From an optimization exercise on the open Yosys and OpenROAD flow, aimed at a short achievable clock period and few clock cycles per item; shortcuts taken in it are not production practice.
The RTL was checked by simulation tests, not by an equivalence proof against the original design.
No run shown here takes its clock network from TritonCTS; it comes from the design's own scripts or RTL.
No driver is modelled on the clock port, so clock power and skew are understated where the tree is cut down; a real chip needs a root buffer or a tree.
Power and IR drop assume default switching activity.

==> flow/design.v <==
`default_nettype none
package axi_wr_pkg;
    localparam int ADDR_W   = 32;
    localparam int DATA_W   = 32;
    localparam int STRB_W   = DATA_W / 8;
    localparam int ID_W     = 4;
    localparam int LEN_W    = 8;
    localparam int SIZE_W   = 3;
    localparam int MAX_SIZE = 2;
    localparam int PAGE_BIT = 12;
    localparam int AW_DEPTH = 2;
    localparam int D_DEPTH  = 3;
    localparam int W_DEPTH  = 3;
    localparam int B_DEPTH  = 5;
    localparam int AW_W  = ID_W + ADDR_W + LEN_W + SIZE_W + 2;
    localparam int W_W   = DATA_W + STRB_W + 1;
    localparam int B_W   = ID_W + 2;
    localparam int MEM_W = ID_W + ADDR_W + DATA_W + STRB_W + 1;
    typedef enum logic [1:0] {
        FIXED = 2'b00,
        INCR  = 2'b01,
        WRAP  = 2'b10,
        RSVD  = 2'b11
    } burst_e;
    typedef enum logic [1:0] {
        OKAY   = 2'b00,
        SLVERR = 2'b10
    } resp_e;
    typedef struct packed {
        logic [ID_W-1:0]   id;
        logic [ADDR_W-1:0] addr;
        logic [LEN_W-1:0]  len;
        logic [SIZE_W-1:0] size;
        burst_e            burst;
    } aw_cmd_t;
    typedef struct packed {
        logic [DATA_W-1:0] data;
        logic [STRB_W-1:0] strb;
        logic              last;
    } w_beat_t;
    typedef struct packed {
        logic [ID_W-1:0] id;
        resp_e           resp;
    } b_resp_t;
    typedef struct packed {
        logic [ID_W-1:0]   id;
        logic [ADDR_W-1:0] addr;
        logic              last;
        logic              serr;
    } beat_desc_t;
    localparam int DESC_W = ID_W + ADDR_W + 2;
    typedef struct packed {
        logic [ID_W-1:0]   id;
        logic [ADDR_W-1:0] addr;
        logic [DATA_W-1:0] data;
        logic [STRB_W-1:0] strb;
        logic              last;
    } mem_wr_t;
endpackage
`default_nettype wire
`timescale 1ns/1ps
`default_nettype none
module sync_fifo #(
    parameter int WIDTH = 8,
    parameter int DEPTH = 4
) (
    input  wire logic             clk,
    input  wire logic             rst_n,
    input  wire logic             push,
    input  wire logic [WIDTH-1:0] din,
    output logic                  ready,
    input  wire logic             pop,
    output logic      [WIDTH-1:0] dout,
    output logic                  nempty
);
    localparam int PW = (DEPTH > 1) ? $clog2(DEPTH) : 1;
    logic [WIDTH-1:0] mem [DEPTH];
    logic [PW-1:0]    wr_ptr;
    logic [PW-1:0]    rd_ptr;
    logic [PW-1:0]    wr_inc;
    logic [PW-1:0]    rd_inc;
    logic [DEPTH-1:0] occ;
    logic [DEPTH-1:0] occ_up;
    logic [DEPTH-1:0] occ_dn;
    logic             ready_q;
    logic             up;
    logic             dn;
    assign ready  = ready_q;
    assign nempty = occ[0];
    assign wr_inc = (DEPTH == 1 || wr_ptr == PW'(DEPTH - 1)) ? '0 : wr_ptr + 1'b1;
    assign rd_inc = (DEPTH == 1 || rd_ptr == PW'(DEPTH - 1)) ? '0 : rd_ptr + 1'b1;
    assign up     = push && !pop;
    assign dn     = pop && !push;
    generate
        if (DEPTH == 1) begin : g_one
            assign dout   = mem[0];
            assign occ_up = 1'b1;
            assign occ_dn = 1'b0;
        end else begin : g_many
            assign dout   = mem[rd_ptr];
            assign occ_up = {occ[DEPTH-2:0], 1'b1};
            assign occ_dn = {1'b0, occ[DEPTH-1:1]};
        end
    endgenerate
    always_ff @(posedge clk) begin
        for (int i = 0; i < DEPTH; i++) begin
            if (push && wr_ptr == PW'(i)) mem[i] <= din;
        end
    end
    always_ff @(posedge clk or negedge rst_n) begin
        if (!rst_n) begin
            wr_ptr  <= '0;
            rd_ptr  <= '0;
            occ     <= '0;
        end else begin
            if (push) wr_ptr <= wr_inc;
            if (pop)  rd_ptr <= rd_inc;
            if (up)      occ <= occ_up;
            else if (dn) occ <= occ_dn;
        end
    end
    always_ff @(posedge clk) begin
        if (up)      ready_q <= !occ_up[DEPTH-1];
        else if (dn) ready_q <= 1'b1;
        else         ready_q <= !occ[DEPTH-1];
    end
endmodule
`default_nettype wire
`default_nettype none
module peek_fifo #(
    parameter int WIDTH = 8,
    parameter int DEPTH = 3
) (
    input  wire logic             clk,
    input  wire logic             rst_n,
    input  wire logic             push,
    input  wire logic [WIDTH-1:0] din,
    output logic                  ready,
    input  wire logic             pop,
    output logic      [WIDTH-1:0] head,
    output logic      [WIDTH-1:0] head2,
    output logic      [DEPTH-1:0] occ
);
    localparam int PW = $clog2(DEPTH);
    logic [WIDTH-1:0] mem [DEPTH];
    logic [PW-1:0]    wr_ptr;
    logic [PW-1:0]    rd_ptr;
    logic [PW-1:0]    wr_inc;
    logic [PW-1:0]    rd_inc;
    logic [DEPTH-1:0] occ_q;
    logic [DEPTH-1:0] occ_up;
    logic [DEPTH-1:0] occ_dn;
    logic             ready_q;
    logic             up;
    logic             dn;
    assign ready  = ready_q;
    assign occ    = occ_q;
    assign wr_inc = (wr_ptr == PW'(DEPTH - 1)) ? '0 : wr_ptr + 1'b1;
    assign rd_inc = (rd_ptr == PW'(DEPTH - 1)) ? '0 : rd_ptr + 1'b1;
    assign head   = mem[rd_ptr];
    assign head2  = mem[rd_inc];
    assign occ_up = {occ_q[DEPTH-2:0], 1'b1};
    assign occ_dn = {1'b0, occ_q[DEPTH-1:1]};
    assign up     = push && !pop;
    assign dn     = pop && !push;
    always_ff @(posedge clk) begin
        for (int i = 0; i < DEPTH; i++) begin
            if (push && wr_ptr == PW'(i)) mem[i] <= din;
        end
    end
    always_ff @(posedge clk or negedge rst_n) begin
        if (!rst_n) begin
            wr_ptr  <= '0;
            rd_ptr  <= '0;
            occ_q   <= '0;
        end else begin
            if (push) wr_ptr <= wr_inc;
            if (pop)  rd_ptr <= rd_inc;
            if (up)      occ_q <= occ_up;
            else if (dn) occ_q <= occ_dn;
        end
    end
    always_ff @(posedge clk) begin
        if (up)      ready_q <= !occ_up[DEPTH-1];
        else if (dn) ready_q <= 1'b1;
        else         ready_q <= !occ_q[DEPTH-1];
    end
endmodule
`default_nettype wire
`timescale 1ns/1ps
`default_nettype none
module aw_decode (
    input  wire axi_wr_pkg::aw_cmd_t            cmd,
    output logic [6:0]                          mask,
    output logic                                fixed,
    output logic                                size_err
);
    always_comb begin
        mask     = ~(7'h7f << cmd.size);
        fixed    = (cmd.burst == axi_wr_pkg::FIXED);
        size_err = (cmd.size > axi_wr_pkg::SIZE_W'(axi_wr_pkg::MAX_SIZE));
    end
endmodule
`default_nettype wire
`timescale 1ns/1ps
`default_nettype none
module burst_engine (
    input  wire logic                      clk,
    input  wire logic                      rst_n,
    input  wire axi_wr_pkg::aw_cmd_t       cmd,
    input  wire logic                      cmd_nempty,
    output logic                           cmd_pop,
    input  wire axi_wr_pkg::w_beat_t       beat,
    input  wire axi_wr_pkg::w_beat_t       beat2,
    input  wire logic [1:0]                beat_occ,
    output logic                           beat_pop,
    output axi_wr_pkg::mem_wr_t            mem,
    output logic                           mem_we,
    input  wire logic                      mem_ready,
    input  wire logic                      can_start,
    output logic                           start,
    output logic                           resp_push,
    output logic                           resp_size_err,
    output logic [axi_wr_pkg::ID_W-1:0]    resp_id
);
    localparam int PB = axi_wr_pkg::PAGE_BIT;
    localparam int AW = axi_wr_pkg::ADDR_W;
    localparam int DW = axi_wr_pkg::DESC_W;
    logic                              act_q;
    logic [axi_wr_pkg::ID_W-1:0]       id_q;
    logic [AW-1:0]                     addr_q;
    logic [axi_wr_pkg::LEN_W-1:0]      rem_q;
    logic                              rz_q;
    logic [6:0]                        mask_q;
    logic                              fixed_q;
    logic                              serr_q;
    logic [6:0]                        dec_mask;
    logic                              dec_fixed;
    logic                              dec_serr;
    axi_wr_pkg::beat_desc_t            desc_in;
    axi_wr_pkg::beat_desc_t            desc;
    axi_wr_pkg::beat_desc_t            desc2;
    logic [axi_wr_pkg::D_DEPTH-1:0]    desc_occ;
    logic                              desc_ready;
    axi_wr_pkg::mem_wr_t               mem_q;
    axi_wr_pkg::mem_wr_t               mem_cur;
    axi_wr_pkg::mem_wr_t               mem_next;
    logic                              mem_we_q;
    logic                              write;
    logic                              pres_q;
    logic                              we_nxt;
    logic                              desc_pop;
    logic                              fire;
    logic                              fire_q;
    logic [axi_wr_pkg::ID_W-1:0]       pid_q;
    logic                              pserr_q;
    logic                              gen;
    logic                              load;
    logic [PB-1:0]                     filled;
    logic [PB-1:0]                     stepped;
    logic [7:0]                        size_bit;
    logic                              next_carry;
    logic                              load_carry;
    logic                              carry_q;
    aw_decode u_aw_decode (
        .cmd      (cmd),
        .mask     (dec_mask),
        .fixed    (dec_fixed),
        .size_err (dec_serr)
    );
    assign gen     = act_q && desc_ready;
    assign load    = cmd_nempty && can_start && (!act_q || (gen && rz_q));
    assign start   = load;
    assign cmd_pop = load;
    assign filled     = addr_q[PB-1:0] | {5'd0, mask_q};
    assign stepped    = filled + 1'b1;
    assign size_bit   = {1'b0, mask_q} ^ {mask_q, 1'b1};
    assign next_carry = (&(addr_q[PB-1:0] | {4'd0, mask_q, 1'b1})) &&
                        !(|(addr_q[7:0] & size_bit));
    assign load_carry = &(cmd.addr[PB-1:0] | {5'd0, dec_mask});
    always_ff @(posedge clk or negedge rst_n) begin
        if (!rst_n) act_q <= 1'b0;
        else if (load) act_q <= 1'b1;
        else if (gen && rz_q) act_q <= 1'b0;
    end
    always_ff @(posedge clk) begin
        if (load) begin
            id_q    <= cmd.id;
            addr_q  <= cmd.addr;
            rem_q   <= cmd.len;
            rz_q    <= (cmd.len == 8'd0);
            mask_q  <= dec_mask;
            fixed_q <= dec_fixed;
            serr_q  <= dec_serr;
            carry_q <= load_carry;
        end else if (gen) begin
            rem_q <= rem_q - 1'b1;
            rz_q  <= (rem_q == 8'd1);
            if (fixed_q) begin
                addr_q[PB-1:0] <= addr_q[PB-1:0] & ~{5'd0, mask_q};
            end else if (!carry_q) begin
                addr_q[PB-1:0] <= stepped;
                carry_q        <= next_carry;
            end
        end
    end
    always_comb begin
        desc_in.id   = id_q;
        desc_in.addr = addr_q;
        desc_in.last = rz_q;
        desc_in.serr = serr_q;
    end
    peek_fifo #(
        .WIDTH (DW),
        .DEPTH (axi_wr_pkg::D_DEPTH)
    ) u_desc_fifo (
        .clk    (clk),
        .rst_n  (rst_n),
        .push   (gen),
        .din    (desc_in),
        .ready  (desc_ready),
        .pop    (desc_pop),
        .head   (desc),
        .head2  (desc2),
        .occ    (desc_occ)
    );
    assign write    = pres_q && mem_ready;
    assign beat_pop = write && beat_occ[0];
    assign desc_pop = write && desc_occ[0];
    assign fire     = desc_pop && desc.last;
    assign mem           = mem_q;
    assign mem_we        = mem_we_q;
    assign resp_push     = fire_q;
    assign resp_size_err = pserr_q;
    assign resp_id       = pid_q;
    always_comb begin
        mem_cur.id    = desc.id;
        mem_cur.addr  = desc.addr;
        mem_cur.data  = beat.data;
        mem_cur.strb  = beat.strb;
        mem_cur.last  = beat.last;
        mem_next.id   = desc2.id;
        mem_next.addr = desc2.addr;
        mem_next.data = beat2.data;
        mem_next.strb = beat2.strb;
        mem_next.last = beat2.last;
    end
    always_ff @(posedge clk or negedge rst_n) begin
        if (!rst_n) begin
            mem_we_q <= 1'b0;
            fire_q   <= 1'b0;
        end else begin
            mem_we_q <= we_nxt;
            fire_q   <= fire;
        end
    end
    assign we_nxt = write ? (desc_occ[1] && beat_occ[1]) : (desc_occ[0] && beat_occ[0]);
    always_ff @(posedge clk) begin
        pres_q <= we_nxt;
        mem_q  <= write ? mem_next : mem_cur;
        if (fire) begin
            pid_q   <= desc.id;
            pserr_q <= desc.serr;
        end
    end
endmodule
`default_nettype wire
`timescale 1ns/1ps
`default_nettype none
module wresp_gen (
    input  wire logic                        clk,
    input  wire logic                        rst_n,
    input  wire logic                        start,
    output logic                             can_start,
    input  wire logic                        push,
    input  wire logic                        size_err,
    input  wire logic [axi_wr_pkg::ID_W-1:0] id,
    output axi_wr_pkg::b_resp_t              b,
    output logic                             b_valid,
    input  wire logic                        b_ready
);
    localparam int CAP = axi_wr_pkg::B_DEPTH;
    axi_wr_pkg::b_resp_t         new_resp;
    axi_wr_pkg::b_resp_t         q_head;
    axi_wr_pkg::b_resp_t         q_head2;
    logic [axi_wr_pkg::B_DEPTH-1:0] q_occ;
    axi_wr_pkg::b_resp_t         b_q;
    logic                        b_valid_q;
    logic                        bv_q;
    logic                        bv_nxt;
    logic                        b_pop;
    logic [CAP-1:0]              out_q;
    always_comb begin
        new_resp.id   = id;
        new_resp.resp = size_err ? axi_wr_pkg::SLVERR : axi_wr_pkg::OKAY;
    end
    assign b         = b_q;
    assign b_valid   = b_valid_q;
    assign b_pop     = bv_q && b_ready && q_occ[0];
    assign can_start = !out_q[CAP-1];
    peek_fifo #(
        .WIDTH (axi_wr_pkg::B_W),
        .DEPTH (axi_wr_pkg::B_DEPTH)
    ) u_b_fifo (
        .clk    (clk),
        .rst_n  (rst_n),
        .push   (push),
        .din    (new_resp),
        .ready  (),
        .pop    (b_pop),
        .head   (q_head),
        .head2  (q_head2),
        .occ    (q_occ)
    );
    always_ff @(posedge clk or negedge rst_n) begin
        if (!rst_n) begin
            b_valid_q <= 1'b0;
            out_q     <= '0;
        end else begin
            b_valid_q <= bv_nxt;
            case ({start, b_pop})
                2'b10:   out_q <= {out_q[CAP-2:0], 1'b1};
                2'b01:   out_q <= {1'b0, out_q[CAP-1:1]};
                default: out_q <= out_q;
            endcase
        end
    end
    assign bv_nxt = b_pop ? q_occ[1] : q_occ[0];
    always_ff @(posedge clk) begin
        bv_q <= bv_nxt;
        b_q  <= b_pop ? q_head2 : q_head;
    end
endmodule
`default_nettype wire
`timescale 1ns/1ps
`default_nettype none
module axi_wr_slave (
    input  wire logic                  clk,
    input  wire logic                  rst_n,
    input  wire axi_wr_pkg::aw_cmd_t   aw,
    input  wire logic                  aw_valid,
    output logic                       aw_ready,
    input  wire axi_wr_pkg::w_beat_t   w,
    input  wire logic                  w_valid,
    output logic                       w_ready,
    output axi_wr_pkg::b_resp_t        b,
    output logic                       b_valid,
    input  wire logic                  b_ready,
    output axi_wr_pkg::mem_wr_t        mem,
    output logic                       mem_we,
    input  wire logic                  mem_ready
);
    axi_wr_pkg::aw_cmd_t           aw_head;
    axi_wr_pkg::w_beat_t           w_head;
    axi_wr_pkg::w_beat_t           w_head2;
    logic [axi_wr_pkg::W_DEPTH-1:0] w_occ;
    logic                          aw_nempty;
    logic                          aw_pop;
    logic                          w_pop;
    logic                          can_start;
    logic                          start;
    logic                          resp_push;
    logic                          resp_size_err;
    logic [axi_wr_pkg::ID_W-1:0]   resp_id;
    sync_fifo #(
        .WIDTH (axi_wr_pkg::AW_W),
        .DEPTH (axi_wr_pkg::AW_DEPTH)
    ) u_aw_fifo (
        .clk    (clk),
        .rst_n  (rst_n),
        .push   (aw_valid && aw_ready),
        .din    (aw),
        .ready  (aw_ready),
        .pop    (aw_pop),
        .dout   (aw_head),
        .nempty (aw_nempty)
    );
    peek_fifo #(
        .WIDTH (axi_wr_pkg::W_W),
        .DEPTH (axi_wr_pkg::W_DEPTH)
    ) u_w_fifo (
        .clk    (clk),
        .rst_n  (rst_n),
        .push   (w_valid && w_ready),
        .din    (w),
        .ready  (w_ready),
        .pop    (w_pop),
        .head   (w_head),
        .head2  (w_head2),
        .occ    (w_occ)
    );
    burst_engine u_burst_engine (
        .clk           (clk),
        .rst_n         (rst_n),
        .cmd           (aw_head),
        .cmd_nempty    (aw_nempty),
        .cmd_pop       (aw_pop),
        .beat          (w_head),
        .beat2         (w_head2),
        .beat_occ      (w_occ[1:0]),
        .beat_pop      (w_pop),
        .mem           (mem),
        .mem_we        (mem_we),
        .mem_ready     (mem_ready),
        .can_start     (can_start),
        .start         (start),
        .resp_push     (resp_push),
        .resp_size_err (resp_size_err),
        .resp_id       (resp_id)
    );
    wresp_gen u_wresp_gen (
        .clk       (clk),
        .rst_n     (rst_n),
        .start     (start),
        .can_start (can_start),
        .push      (resp_push),
        .size_err  (resp_size_err),
        .id        (resp_id),
        .b         (b),
        .b_valid   (b_valid),
        .b_ready   (b_ready)
    );
endmodule
`default_nettype wire
==> flow/flow/run.sh <==
#!/bin/bash
# Standard synthesis and layout with three changes:
# - the clock tree: the clock port feeds four first-level clock buffers,
#   each feeding a share of 24 leaf buffers placed at the centres of
#   flip-flop clusters, so every flip-flop sees two clock buffers
#   (balanced, lower insertion delay than the stock H-tree);
# - sizing may change a cell's footprint (MATCH_CELL_FOOTPRINT=0);
# - port buffering and timing repair do not use delay cells (nodly.tcl).
# Each step's full output goes to a log of its own here.
set -euo pipefail
here=$(pwd)
nd="$here/flow/nodly.tcl"
hooks=(MATCH_CELL_FOOTPRINT=0 PRE_FLOORPLAN_TCL="$nd" PRE_GLOBAL_PLACE_TCL="$nd"
       PRE_RESIZE_TCL="$nd" PRE_REPAIR_TIMING_POST_PLACE_TCL="$nd" PRE_DETAIL_PLACE_TCL="$nd"
       PRE_GLOBAL_ROUTE_TCL="$nd" PRE_DETAIL_ROUTE_TCL="$nd")
bash standard.sh synth > "$here/log_1_synth.log" 2>&1
bash standard.sh "${hooks[@]}" floorplan place > "$here/log_2_place.log" 2>&1
bash standard.sh "${hooks[@]}" PRE_CTS_TCL="$here/flow/cts_tree.tcl" cts > "$here/log_3_cts.log" 2>&1
bash standard.sh "${hooks[@]}" finish > "$here/log_4_finish.log" 2>&1
==> flow/flow/cts_tree.tcl <==
# Manual two-level clock tree: the clock port feeds NROOT first-level
# buffers, each feeding its share of NLEAF leaf buffers, each leaf feeding
# a cluster of flip-flop clock pins (k-means on pin location).
proc kmeans {pts k iters} {
  # pts: list of {x y}; returns list of cluster index per point and centroids
  set n [llength $pts]
  set cents {}
  # seed: sort by x then pick evenly spaced
  set sorted [lsort -real -index 0 $pts]
  for {set i 0} {$i < $k} {incr i} { lappend cents [lindex $sorted [expr {int(($i + 0.5) * $n / $k)}]] }
  set asg [lrepeat $n 0]
  for {set it 0} {$it < $iters} {incr it} {
    set asg {}
    foreach p $pts {
      lassign $p x y
      set best 0; set bd 1e18; set ci 0
      foreach c $cents { lassign $c cx cy; set d [expr {($x-$cx)*($x-$cx)+($y-$cy)*($y-$cy)}]; if {$d < $bd} {set bd $d; set best $ci}; incr ci }
      lappend asg $best
    }
    set sx [lrepeat $k 0.0]; set sy [lrepeat $k 0.0]; set sn [lrepeat $k 0]
    foreach p $pts a $asg { lassign $p x y; lset sx $a [expr {[lindex $sx $a]+$x}]; lset sy $a [expr {[lindex $sy $a]+$y}]; lset sn $a [expr {[lindex $sn $a]+1}] }
    set nc {}
    for {set i 0} {$i < $k} {incr i} { if {[lindex $sn $i] > 0} { lappend nc [list [expr {[lindex $sx $i]/[lindex $sn $i]}] [expr {[lindex $sy $i]/[lindex $sn $i]}]] } else { lappend nc [lindex $cents $i] } }
    set cents $nc
  }
  return [list $asg $cents]
}

# Capacity-limited k-means: no cluster gets more than cap points.
proc balanced_kmeans {pts k iters cap} {
  lassign [kmeans $pts $k $iters] asg cents
  set n [llength $pts]
  for {set it 0} {$it < $iters} {incr it} {
    set pairs {}
    set i 0
    foreach p $pts {
      lassign $p x y
      set ci 0
      foreach c $cents {
        lassign $c cx cy
        lappend pairs [list [expr {abs($x-$cx)+abs($y-$cy)}] $i $ci]
        incr ci
      }
      incr i
    }
    set pairs [lsort -real -index 0 $pairs]
    set asg [lrepeat $n -1]
    set cnt [lrepeat $k 0]
    foreach pr $pairs {
      lassign $pr d i ci
      if {[lindex $asg $i] >= 0 || [lindex $cnt $ci] >= $cap} continue
      lset asg $i $ci
      lset cnt $ci [expr {[lindex $cnt $ci] + 1}]
    }
    set sx [lrepeat $k 0.0]; set sy [lrepeat $k 0.0]; set sn [lrepeat $k 0]
    foreach p $pts a $asg { lassign $p x y; lset sx $a [expr {[lindex $sx $a]+$x}]; lset sy $a [expr {[lindex $sy $a]+$y}]; lset sn $a [expr {[lindex $sn $a]+1}] }
    set nc {}
    for {set c 0} {$c < $k} {incr c} { if {[lindex $sn $c] > 0} { lappend nc [list [expr {[lindex $sx $c]/[lindex $sn $c]}] [expr {[lindex $sy $c]/[lindex $sn $c]}]] } else { lappend nc [lindex $cents $c] } }
    set cents $nc
  }
  return [list $asg $cents]
}

proc build_tree {nroot nleaf bufname} {
  set block [ord::get_db_block]
  set master [[ord::get_db] findMaster $bufname]
  set clknet [$block findNet clk]
  # sinks
  set sinks {}; set pts {}
  foreach it [$clknet getITerms] {
    set inst [$it getInst]
    if {[[$inst getMaster] isSequential] || [string match "*df*" [[$inst getMaster] getName]]} {
      lassign [$inst getLocation] x y
      lappend sinks $it; lappend pts [list $x $y]
    }
  }
  puts "sinks [llength $sinks]"
  # About 18 flip-flops per leaf buffer at most
  set nleaf [expr {max($nleaf, ([llength $sinks] + 17) / 18)}]
  puts "leaf buffers $nleaf"
  set cap [expr {([llength $sinks] + $nleaf - 1) / $nleaf + 1}]
  lassign [balanced_kmeans $pts $nleaf 8 $cap] asg cents
  # leaf buffers
  set leaves {}
  for {set i 0} {$i < $nleaf} {incr i} {
    set b [odb::dbInst_create $block $master "clkleaf_$i"]
    set n [odb::dbNet_create $block "clknet_leaf_$i"]
    $n setSigType CLOCK
    lassign [lindex $cents $i] cx cy
    $b setLocation [expr {int($cx)}] [expr {int($cy)}]
    $b setPlacementStatus PLACED
    [$b findITerm X] connect $n
    lappend leaves $b
  }
  foreach it $sinks a $asg { $it disconnect; $it connect [$block findNet "clknet_leaf_$a"] }
  # first level: cluster the leaves
  set lpts {}
  foreach c $cents { lappend lpts $c }
  set rcap [expr {($nleaf + $nroot - 1) / $nroot}]
  lassign [balanced_kmeans $lpts $nroot 8 $rcap] rasg rcents
  for {set r 0} {$r < $nroot} {incr r} {
    set b [odb::dbInst_create $block $master "clkroot_$r"]
    set n [odb::dbNet_create $block "clknet_root_$r"]
    $n setSigType CLOCK
    lassign [lindex $rcents $r] cx cy
    $b setLocation [expr {int($cx)}] [expr {int($cy)}]
    $b setPlacementStatus PLACED
    [$b findITerm X] connect $n
    [$b findITerm A] connect $clknet
  }
  foreach l $leaves a $rasg { [$l findITerm A] connect [$block findNet "clknet_root_$a"] }
  $clknet setSigType CLOCK
}

# Run from cts.tcl's PRE_CTS hook: build the tree here and leave
# clock_tree_synthesis with nothing to do. The rest of the CTS step
# (legalisation, timing repair, checks) runs as usual.
source [file join [file dirname [info script]] nodly.tcl]
source [file join [file dirname [info script]] outfix.tcl]
pin_pull
fix_outputs sky130_fd_sc_hd__buf_4 sky130_fd_sc_hd__buf_2
build_tree 4 32 sky130_fd_sc_hd__clkbuf_16
rename clock_tree_synthesis ""
proc clock_tree_synthesis {args} { puts "manual clock tree in place; clock_tree_synthesis skipped" }
==> flow/flow/nodly.tcl <==
# Keep delay cells out of port buffering and timing repair: sizing picks
# them as "larger" buffers although they are slow. Hold is met without them.
set_dont_use [get_lib_cells {sky130_fd_sc_hd__clkdlybuf4s* sky130_fd_sc_hd__dlygate* sky130_fd_sc_hd__dlymetal*}]
==> flow/flow/outfix.tcl <==
# For each output port: the port buffer, and the flip-flop that drives it.
proc out_pairs {} {
  set block [ord::get_db_block]
  set pairs {}
  foreach bt [$block getBTerms] {
    if {[$bt getIoType] ne "OUTPUT"} continue
    set net [$bt getNet]
    set drv ""
    foreach it [$net getITerms] { if {[$it isOutputSignal]} { set drv $it } }
    if {$drv eq ""} continue
    set buf [$drv getInst]
    set ain ""
    foreach it [$buf getITerms] { if {[$it isInputSignal]} { set ain $it } }
    if {$ain eq ""} continue
    set ff ""
    foreach it [[$ain getNet] getITerms] { if {[$it isOutputSignal]} { set ff [$it getInst] } }
    if {$ff eq "" || ![[$ff getMaster] isSequential]} continue
    lappend pairs [list $buf $ff $ain]
  }
  return $pairs
}

# Move each output flip-flop next to its port buffer, give the port buffer
# more drive, and hang the flip-flop's other loads off a buffer of their own
# so the flip-flop output sees only the port buffer and that one buffer.
proc fix_outputs {bufcell splitcell} {
  set block [ord::get_db_block]
  set db [ord::get_db]
  set bm [$db findMaster $bufcell]
  set sm [$db findMaster $splitcell]
  set n 0; set s 0
  foreach p [out_pairs] {
    lassign $p buf ff ain
    lassign [$buf getLocation] x y
    $ff setLocation $x $y
    if {$bufcell ne ""} { $buf swapMaster $bm }
    set qnet [$ain getNet]
    set others {}
    foreach it [$qnet getITerms] {
      if {[$it isInputSignal] && [$it getInst] ne $buf} { lappend others $it }
    }
    if {[llength $others] > 0} {
      # A wide internal fanout gets a strong buffer
      set m [expr {[llength $others] > 4 ? [$db findMaster sky130_fd_sc_hd__buf_12] : $sm}]
      set sb [odb::dbInst_create $block $m "outsplit_$s"]
      set sn [odb::dbNet_create $block "outsplit_net_$s"]
      $sb setLocation $x $y
      $sb setPlacementStatus PLACED
      foreach it $others { $it disconnect; $it connect $sn }
      foreach it [$sb getITerms] {
        if {[$it isInputSignal]} { $it connect $qnet }
        if {[$it isOutputSignal]} { $it connect $sn }
      }
      incr s
    }
    incr n
  }
  puts "fixed $n output flip-flops, split $s"
}

# Move each output port buffer into the core next to its pin, and its
# flip-flop with it (fix_outputs then puts the flip-flop by the buffer
# again); legalisation settles them into free sites.
proc pin_pull {} {
  set block [ord::get_db_block]
  set core [$block getCoreArea]
  set cx0 [$core xMin]; set cy0 [$core yMin]; set cx1 [$core xMax]; set cy1 [$core yMax]
  foreach p [out_pairs] {
    lassign $p buf ff ain
    set bt ""
    foreach it [[[$buf findITerm X] getNet] getBTerms] { set bt $it }
    set bb [$bt getBBox]
    set px [expr {([$bb xMin] + [$bb xMax]) / 2}]
    set py [expr {([$bb yMin] + [$bb yMax]) / 2}]
    set x [expr {min(max($px, $cx0), $cx1 - 5000)}]
    set y [expr {min(max($py, $cy0), $cy1 - 3000)}]
    $buf setLocation $x $y
    $ff setLocation $x $y
  }
}
==> flow/standard.sh <==
#!/bin/bash
# synth_recipe.tcl (not shown) runs the flow's synth.tcl, then flattens the netlist and writes it again
# the make line also repeats each setting of config.mk as NAME=value (left out here)
make -C /OpenROAD-flow-scripts/flow DESIGN_CONFIG=/design/flow/config.mk WORK_HOME=/design/flow/orfs CLKGATE_MAP_FILE= SYNTH_SCRIPT=/design/flow/synth_recipe.tcl "${@:-finish}"
==> flow/config.mk <==
export PLATFORM = sky130hd
export DESIGN_NAME = axi_wr_slave
export DESIGN_NICKNAME = axi_wr_slave
export VERILOG_FILES = /design/flow/design.v
export SDC_FILE = /design/flow/constraint.sdc
export NUM_CORES = 4
export LEC_CHECK = 0
export ABC_CLOCK_PERIOD_IN_PS = 1800
export CAP_MARGIN = 20
export CORE_MARGIN = 2
export CORE_UTILIZATION = 55
export GPL_TIMING_DRIVEN = 1
export PLACE_DENSITY = 0.55
export SETUP_SLACK_MARGIN = 3.6
export SLEW_MARGIN = 20
==> flow/constraint.sdc <==
create_clock -name core_clock -period 5.5 [get_ports {clk}]
set_input_delay 1.1000 -clock core_clock [delete_from_list [all_inputs] [get_ports {clk}]]
set_output_delay 1.1000 -clock core_clock [all_outputs]
set_load 0.01 [all_outputs]
==> notes.md, run 1 <==
CP startpoint u_burst_engine.mem_we_q$_DFF_PN0_; vertical extent of the die 199 um; number of antenna violations at the first check in global routing 2; Rel. slew slack a little over two fifths; wire length per cell after detailed routing 24.54 um; initial core utilization between 50% and 60%; relative area change from synthesis to final layout 27.60%; Sequential Power Share 41.0%; part of the total power dissipated in combinational logic 44.5%; share of total power consumed by net switching between 30% and 40%; Total Nets Final 1,930; library cell contributing the largest single delay on the critical path sky130_fd_sc_hd__dfrtp_1; Post-Place Setup Slack 2.403 ns; number of buffers added on ports between 150 and 200; CP delay by family, top flip-flops; top cell type by total area after synthesis sky130_fd_sc_hd__edfxtp_1; clock tree skew after final layout around 0.035 ns; HPWL after DPL between 20,000 and 30,000 um; Total Routed Length approximately 57,000 um; worst hold margin 0.4748 ns; gp weighted congestion approximately 0.78; Remaining Overflow, GRT 0; Critical Path Max Stage Delay 0.40 ns; maximum number of pins on one net before global-route repair 40; dominant register cell in the synthesized netlist sky130_fd_sc_hd__edfxtp_1; Worst-Skew Late Latency ~0.37 ns; Final Max Tran Viols 0; number of global-route vias before repair ~14,000; Residual DRC 0; post-detailed-route count of antenna-violating nets 0; portion of the post-synthesis area used by sequential elements a little under three quarters; global-route wire length before repair 81,770 um; Clk network pwr share 14.5%; EDFF count, synth 408; run status finished clean; share of the clock period used by the worst path after layout around 36%; category of the most critical setup path flip-flop to output port; min Tclk post-route 2.002 ns; non-filler cells in the finished layout 2,319; CP bufs+invs 1; first drt pass iteration count 5; CTS hold repair buffers 0; most common cell after layout, fill and taps aside sky130_fd_sc_hd__edfxtp_1; global routing usage summed across all routing layers 27.17%; average cell area after synthesis 14.04 um^2; ranking of synthesized cells by area sky130_fd_sc_hd__edfxtp_1 59%, sky130_fd_sc_hd__dfxtp_1 7.9%, sky130_fd_sc_hd__dfrtp_1 4.5%, sky130_fd_sc_hd__a22o_1 3.1%, sky130_fd_sc_hd__a22oi_1 3.1%; startpoint type of the worst setup path flip-flop; top fanout value on the critical path 1; placeable core region approximately 38,000 um^2; static power due to leakage 0.009396 uW; path type of the worst min-delay path flip-flop to flip-flop; slew at the pin with the worst max-slew slack 0.8651 ns; worst-path cell chain buf_6; critical path data required time 4.40 ns; area fraction of the dominant cell type after synthesis a little under 60%; I/O pin count around 180; maximum vdd ir drop ~0.39 mV; Synthesis Warnings 11; Hold Fails Final Rpt 0; net switching power 6176 uW; internal power consumption around 10,000 uW; total of endpoints with negative setup slack in the final report 0; sum of negative setup slack 0 ns; #FFs+latches synth approximately 530; power density over cell area between 600 and 700 nW/um^2; row count 71; post-layout power 16,350 uW; synthesized netlist cell count 1,490; reg2reg start u_burst_engine.addr_q[5]$_DFFE_PP_; fraction of final layout cells with drive strength greater than 1 29.83%; CP Capture Type output port; post-synthesis async set-or-reset flop share 7.183%; Iter 0 DRT Violations roughly 1,100; Reg clk slew, reported paths 0.09 ns; highest-count cells in the layout ignoring fill and taps 408 x sky130_fd_sc_hd__edfxtp_1, 127 x sky130_fd_sc_hd__buf_1, 117 x sky130_fd_sc_hd__buf_6; setup repair after global routing missed its margin true; fmax 0.4995 GHz; cell total after placement 2,101; vias 14,120; minimum setup slack in the final design 3.498 ns; number of library cell types mapped by synthesis 59; total nets after synthesis 1,611; max-cap viol count 0; Filler Cell Count 2,434; routed via count divided by cell count 6.090; die boundary width 199 um; start point of the worst hold path u_burst_engine.addr_q[26]$_DFFE_PP_; data arrival time at the worst-slack endpoint 0.90 ns; Die ar. 39,600 um^2; Cell Area, Synth 20,910 um^2
==> worst paths after layout <==
kind / endpoint / slack, ns / depth (start not counted)
min in group asynchronous: u_wresp_gen.out_q[3]$_DFFE_PN0P_ / 0.74 / 1
worst min register to register: u_burst_engine.u_desc_fifo.mem[2][28]$_DFFE_PP_ / 0.47 / 0
worst max register to register: u_burst_engine.addr_q[9]$_DFFE_PP_ / 3.56 / 5
worst max-delay path: mem_we / 3.50 / 1
worst min-delay path: u_burst_engine.u_desc_fifo.mem[2][28]$_DFFE_PP_ / 0.47 / 0
max in group asynchronous: u_burst_engine.u_desc_fifo.rd_ptr[0]$_DFFE_PN0P_ / 4.31 / 1
==> per-stage QoR <==
step           cell area (um^2)  utilization (%)
3_3_place_gp              22120            58.87
2_1_floorplan             21130                -
6_report                  26690            71.02
5_1_grt                   26680            71.01
4_1_cts                   25800            68.66
3_5_place_dp              22120            58.87
==> routing by layer <==
metal / share of wire, % / global-route usage (%) / vias up
met5: 0.023 / 0 / -
met4: 3.1 / 7.933 / 2
met3: 5.9 / 2.933 / 109
met2: 51 / 48.64 / 525
met1: 40 / 35.09 / 7064
li1: - / - / 6422
==> what timing repair did <==
item                       4_1_cts  5_1_grt
pin swaps                       35       10
buffers inserted                86       47
setup endpoints to repair      572      267
gates resized for setup        319      216
gates cloned                    44        2
==> power by group through the flow <==
stage	sequential, uW	combinational, uW	clock, uW
floorplan	6580	3280	0
global placement	6670	4480	0
detailed placement	6700	4590	0
CTS	6720	6500	1890
global route	6810	7780	2530
finish	6700	7280	2360
==> cells in the mapped netlist, drive strengths merged (30+ instances only) <==
master,instances
dfxtp,83
clkbuf,66
edfxtp,408
a21oi,104
a22oi,85
mux2i,30
nor2,38
a22o,73
a211oi,74
nand2,121
dfrtp,38
o21ai,121
==> kinds of logic after synthesis <==
kind of cell	synth area share [%]
flops	71.07
compound gates	16.01
simple gates	5.193
buf+inv	2.315
mux	2.943
fa+ha+maj	1.735
xor+xnor	0.7119
other cells	0.01793
==> final cells by class <==
cell class / count / area (um^2) / area share [%]
flip-flops and latches: 529 / 14970 / 56.10
multi-input cells: 860 / 6770 / 25.37
repair buffers: 351 / 3268 / 12.25
plain buffers: 38 / 910.9 / 3.413
well taps: 511 / 639.4 / 2.396
inverters: 29 / 123.9 / 0.4642
diodes: 1 / 2.502 / 0.009377
==> registers in the layout (all words and copies together), names as in the netlist, 5 cells and up <==
register	flops
u_wresp_gen.out_q	5
u_wresp_gen.u_b_fifo.mem	25
u_burst_engine.rem_q	8
u_wresp_gen.u_b_fifo.occ_q	5
u_burst_engine.mask_q	7
u_burst_engine.u_desc_fifo.mem	114
u_aw_fifo.mem	98
u_burst_engine.addr_q	32
u_wresp_gen.b_q	5
u_burst_engine.mem_q	73
u_w_fifo.mem	111
Testbench counts, summed over its fixed seeds: cycles 14,376, beats 13,386.
==> run 2: changes to the inputs <==
--- a/flow/flow/run.sh
+++ b/flow/flow/run.sh
@@ -1,9 +1,13 @@
 #!/bin/bash
-# Standard synthesis and layout with three changes:
+# Standard synthesis and layout with these changes (cts_tree.tcl runs
+# in place of clock_tree_synthesis, from the CTS step's PRE hook):
 # - the clock tree: the clock port feeds four first-level clock buffers,
-#   each feeding a share of 24 leaf buffers placed at the centres of
-#   flip-flop clusters, so every flip-flop sees two clock buffers
-#   (balanced, lower insertion delay than the stock H-tree);
+#   each feeding a share of at least 32 leaf buffers placed at the centres
+#   of equal-sized flip-flop clusters, so every flip-flop sees exactly two
+#   clock buffers (balanced, lower insertion delay than the stock H-tree);
+# - each flip-flop that drives an output port is placed by that port's
+#   buffer, the buffer is sized up, and the flip-flop's other loads hang
+#   off a buffer of their own (outfix.tcl);
 # - sizing may change a cell's footprint (MATCH_CELL_FOOTPRINT=0);
 # - port buffering and timing repair do not use delay cells (nodly.tcl).
 # Each step's full output goes to a log of its own here.
--- a/flow/flow/cts_tree.tcl
+++ b/flow/flow/cts_tree.tcl
@@ -117,7 +117,6 @@
 # (legalisation, timing repair, checks) runs as usual.
 source [file join [file dirname [info script]] nodly.tcl]
 source [file join [file dirname [info script]] outfix.tcl]
-pin_pull
 fix_outputs sky130_fd_sc_hd__buf_4 sky130_fd_sc_hd__buf_2
 build_tree 4 32 sky130_fd_sc_hd__clkbuf_16
 rename clock_tree_synthesis ""
--- a/flow/flow/outfix.tcl
+++ b/flow/flow/outfix.tcl
@@ -57,24 +57,3 @@
   }
   puts "fixed $n output flip-flops, split $s"
 }
-
-# Move each output port buffer into the core next to its pin, and its
-# flip-flop with it (fix_outputs then puts the flip-flop by the buffer
-# again); legalisation settles them into free sites.
-proc pin_pull {} {
-  set block [ord::get_db_block]
-  set core [$block getCoreArea]
-  set cx0 [$core xMin]; set cy0 [$core yMin]; set cx1 [$core xMax]; set cy1 [$core yMax]
-  foreach p [out_pairs] {
-    lassign $p buf ff ain
-    set bt ""
-    foreach it [[[$buf findITerm X] getNet] getBTerms] { set bt $it }
-    set bb [$bt getBBox]
-    set px [expr {([$bb xMin] + [$bb xMax]) / 2}]
-    set py [expr {([$bb yMin] + [$bb yMax]) / 2}]
-    set x [expr {min(max($px, $cx0), $cx1 - 5000)}]
-    set y [expr {min(max($py, $cy0), $cy1 - 3000)}]
-    $buf setLocation $x $y
-    $ff setLocation $x $y
-  }
-}
==> run 2 against run 1 <==
Compared with the run above:
- still clean
- utilization up 1.1 points
- worst hold slack lost 0.0039 ns
- global-route usage is 0.18 points higher
- critical path depth is the same
- sequential power grew 0.7%
- sequential share of layout area decreased by 0.89 points
- total power rose by 0.93%
- highest routed layer unchanged
==> notes.md, run 2 <==
I/O pin count 175 (unchanged); sum of negative setup slack 0 ns (unchanged); startpoint type of the worst setup path flip-flop; portion of the post-synthesis area used by sequential elements 71.07% (unchanged); vertical extent of the die 199 um (unchanged); most common cell after layout, fill and taps aside sky130_fd_sc_hd__edfxtp_1; number of global-route vias before repair 14,050 (+1.4%); internal power consumption 10,320 uW (+1.4%); setup repair after global routing missed its margin true; CTS hold repair buffers 0 (unchanged); CP bufs+invs 1 (unchanged); Total Nets Final 1,940 (+0.52%); leading cell type by number of instances after synthesis sky130_fd_sc_hd__edfxtp_1; maximum number of pins on one net before global-route repair 58 (+45%); power density over cell area 608.6 nW/um^2 (-0.66%); Die ar. 39,600 um^2 (unchanged); placeable core region 37,580 um^2 (unchanged); post-synthesis async set-or-reset flop share 7.183% (unchanged); wire length per cell after detailed routing 24.22 um (-1.3%); static power due to leakage 0.009564 uW (+1.8%); flip-flop count of the largest register after layout 114 (unchanged); maximum vdd ir drop 0.4732 mV (+22%); fraction of final layout cells with drive strength greater than 1 31.48% (+1.7 points); gp weighted congestion 0.7837 (unchanged); Remaining Overflow, GRT 0 (unchanged); max-cap viol count 0 (unchanged); first drt pass iteration count 5 (unchanged); vias 14,200 (+0.58%); EDFF count, synth 408 (unchanged); Sequential Power Share 40.9% (about the same); #FFs+latches synth 529 (unchanged); row count 71 (unchanged); run status finished clean; min Tclk post-route 1.965 ns (-0.03665 ns); data arrival time at the worst-slack endpoint 0.87 ns (-0.03 ns); register ranked first by flip-flop count u_burst_engine.u_desc_fifo.mem; Synthesis Warnings 11 (unchanged); average cell area after synthesis 14.04 um^2 (unchanged); category of the most critical setup path flip-flop to output port; top cell type by total area after synthesis sky130_fd_sc_hd__edfxtp_1; fmax 0.5088 GHz (+1.9%); HPWL after DPL 26,370 um (unchanged); Post-synth top cells 408 x sky130_fd_sc_hd__edfxtp_1, 121 x sky130_fd_sc_hd__nand2_1, 121 x sky130_fd_sc_hd__o21ai_0; Finished Cell Area 27,110 um^2 (+1.6%); Critical Path Max Stage Delay 0.38 ns (-0.02 ns); global-route wire length before repair 82,280 um (+0.62%); largest registers ranked by flip-flop count u_burst_engine.u_desc_fifo.mem x114, u_w_fifo.mem x111, u_aw_fifo.mem x98; relative area change from synthesis to final layout 29.64%; synthesized netlist cell count 1,490 (unchanged); Clk network pwr share 14.2% (-0.3 points); number of antenna violations at the first check in global routing 2 (unchanged); Worst-Skew Late Latency 0.37 ns (about the same); clock tree skew after final layout 0.02844 ns (-0.006457 ns); CP Capture Type output port; register-to-register setup slack 3.57 ns (about the same); critical path data required time 4.40 ns (about the same); Total Routed Length 56,460 um (-0.78%); Hold Fails Final Rpt 0 (unchanged); Iter 0 DRT Violations 1,064 (-4.7%); share of the clock period used by the worst path after layout 35.73% (-0.67 points); part of the total power dissipated in combinational logic 44.9% (+0.4 points); placement-stage cell area 22,120 um^2 (unchanged); net switching power 6185 uW (+0.15%); area fraction of the dominant cell type after synthesis 58.58% (unchanged); number of library cell types mapped by synthesis 59 (unchanged); worst-path cell chain buf_6; slew at the pin with the worst max-slew slack 0.8463 ns (-0.01875 ns); Cell Area, Synth 20,910 um^2 (unchanged); total of endpoints with negative setup slack in the final report 0 (unchanged); dominant register cell in the synthesized netlist sky130_fd_sc_hd__edfxtp_1; Final Max Tran Viols 0 (unchanged); global routing usage summed across all routing layers 27.36% (+0.18 points); post-layout power 16,500 uW (+0.93%); routed via count divided by cell count 6.094 (about the same); total nets after synthesis 1,611 (unchanged); initial core utilization 55.66% (unchanged); ranking of synthesized cells by area sky130_fd_sc_hd__edfxtp_1 59%, sky130_fd_sc_hd__dfxtp_1 7.9%, sky130_fd_sc_hd__dfrtp_1 4.5%, sky130_fd_sc_hd__a22o_1 3.1%, sky130_fd_sc_hd__a22oi_1 3.1%; top fanout value on the critical path 1 (unchanged); die boundary width 199 um (unchanged); highest-count cells in the layout ignoring fill and taps 408 x sky130_fd_sc_hd__edfxtp_1, 128 x sky130_fd_sc_hd__buf_1, 118 x sky130_fd_sc_hd__buf_6; library cell contributing the largest single delay on the critical path sky130_fd_sc_hd__dfrtp_1; Rel. slew slack 43.10% (+1.3 points); number of buffers added on ports 173 (unchanged); share of total power consumed by net switching 37.48% (-0.29 points); CP delay by family, top flip-flops; path type of the worst min-delay path flip-flop to flip-flop; Reg clk slew, reported paths 0.07 ns (-0.02 ns); Residual DRC 0 (unchanged); post-detailed-route count of antenna-violating nets 0 (unchanged)
## run 2: logic make-up after synthesis
group	Yosys count	synth area share (%)
flops	529	71.07
mux	58	2.943
compound gates	502	16.01
buf+inv	120	2.315
fa+ha+maj	29	1.735
xor+xnor	17	0.7119
other cells	1	0.01793
simple gates	234	5.193
## run 2: path summary, 6_finish.rpt
check	startpoint	endpoint	cells after the start
min in group asynchronous	rst_n	u_aw_fifo.wr_ptr$_DFFE_PN0P_	1
worst max-delay path	u_wresp_gen.b_valid_q$_DFF_PN0_	b_valid	1
worst min-delay path	u_burst_engine.addr_q[25]$_DFFE_PP_	u_burst_engine.u_desc_fifo.mem[0][27]$_DFFE_PP_	0
worst max register to register	u_burst_engine.mask_q[5]$_DFFE_PP_	u_burst_engine.addr_q[9]$_DFFE_PP_	5
max in group asynchronous	rst_n	u_burst_engine.u_desc_fifo.rd_ptr[0]$_DFFE_PN0P_	1
worst min register to register	u_burst_engine.addr_q[25]$_DFFE_PP_	u_burst_engine.u_desc_fifo.mem[0][27]$_DFFE_PP_	0
## run 2: layout make-up
type / count / area (um^2)
diodes: 3 / 7.507
plain buffers: 38 / 910.9
fillers: 2408 / 10460
inverters: 29 / 121.4
multi-input cells: 853 / 6857
flip-flops and latches: 529 / 14970
well taps: 511 / 639.4
repair buffers: 368 / 3608
## run 2: through the flow
step                util (%)  hold WS [ns]  setup slack, ns  instances
floorplan                  -        0.4401            2.888       1490
global placement       58.87        0.4445            2.422       2101
detailed placement     58.87        0.4542            2.403       2101
CTS                    70.32        0.4542            3.319       2300
global route           72.13        0.4844            3.505       2328
finish                 72.15        0.4709            3.535       2331
## run 2: layer usage
layer | vias to the layer above | global-route usage [%] | share of wire (%)
li1 | 6430 | - | -
met1 | 7122 | 35.70 | 40
met2 | 538 | 48.34 | 50
met3 | 112 | 3.374 | 6.4
met4 | 2 | 7.739 | 3.1
met5 | - | 0 | 0.016
## run 2: timing repair
| item | CTS | global route |
|---|---|---|
| pin swaps | 29 | 6 |
| gates cloned | 48 | 1 |
| endpoints found under the setup margin | 571 | 276 |
| setup buffers | 113 | 27 |
| hold endpoints to repair | 0 | 0 |
| resized for setup | 376 | 192 |
## run 2: power groups by stage
stage | registers, uW | clock network, uW | logic, uW
finish | 6750 | 2350 | 7410
global route | 6860 | 2520 | 7920
CTS | 6700 | 1890 | 6880
detailed placement | 6700 | 0 | 4590
global placement | 6670 | 0 | 4480
floorplan | 6580 | 0 | 3280

[separate check: timing with driven ports]
How much do the figures lean on ideal ports? The routed layouts below were timed once more, with nothing changed but the port constraints.
Step 1: set_driving_cell puts a clkbuf_16 on clk and a buf_2 on each other input, an assumption about the parent block.
Step 2 adds t to the input delays and takes it off the output delays; t is the mean of the earliest and latest rising clock arrival at the registers after step 1. Input paths then give back, and output paths get back, about the clock's delay inside the block.
Slacks: ideal ports / drivers / drivers and shift; pairs: ideal ports / drivers.
run	t (ns)	setup WS [ns]	worst hold slack (ns)	worst setup path at the end	worst data-port slew with drivers (ns)
run 1	0.473	3.498 / 3.380 / 3.188	0.475 / 0.475 / 0.475	input to register	0.11
run 2	0.477	3.535 / 3.418 / 3.219	0.471 / 0.471 / 0.471	input to register	0.09
After both steps setup and hold are still met in every run listed. The setup slack of run 2, which loses most, moves by -0.117 ns with the drivers and by -0.316 ns with both steps.
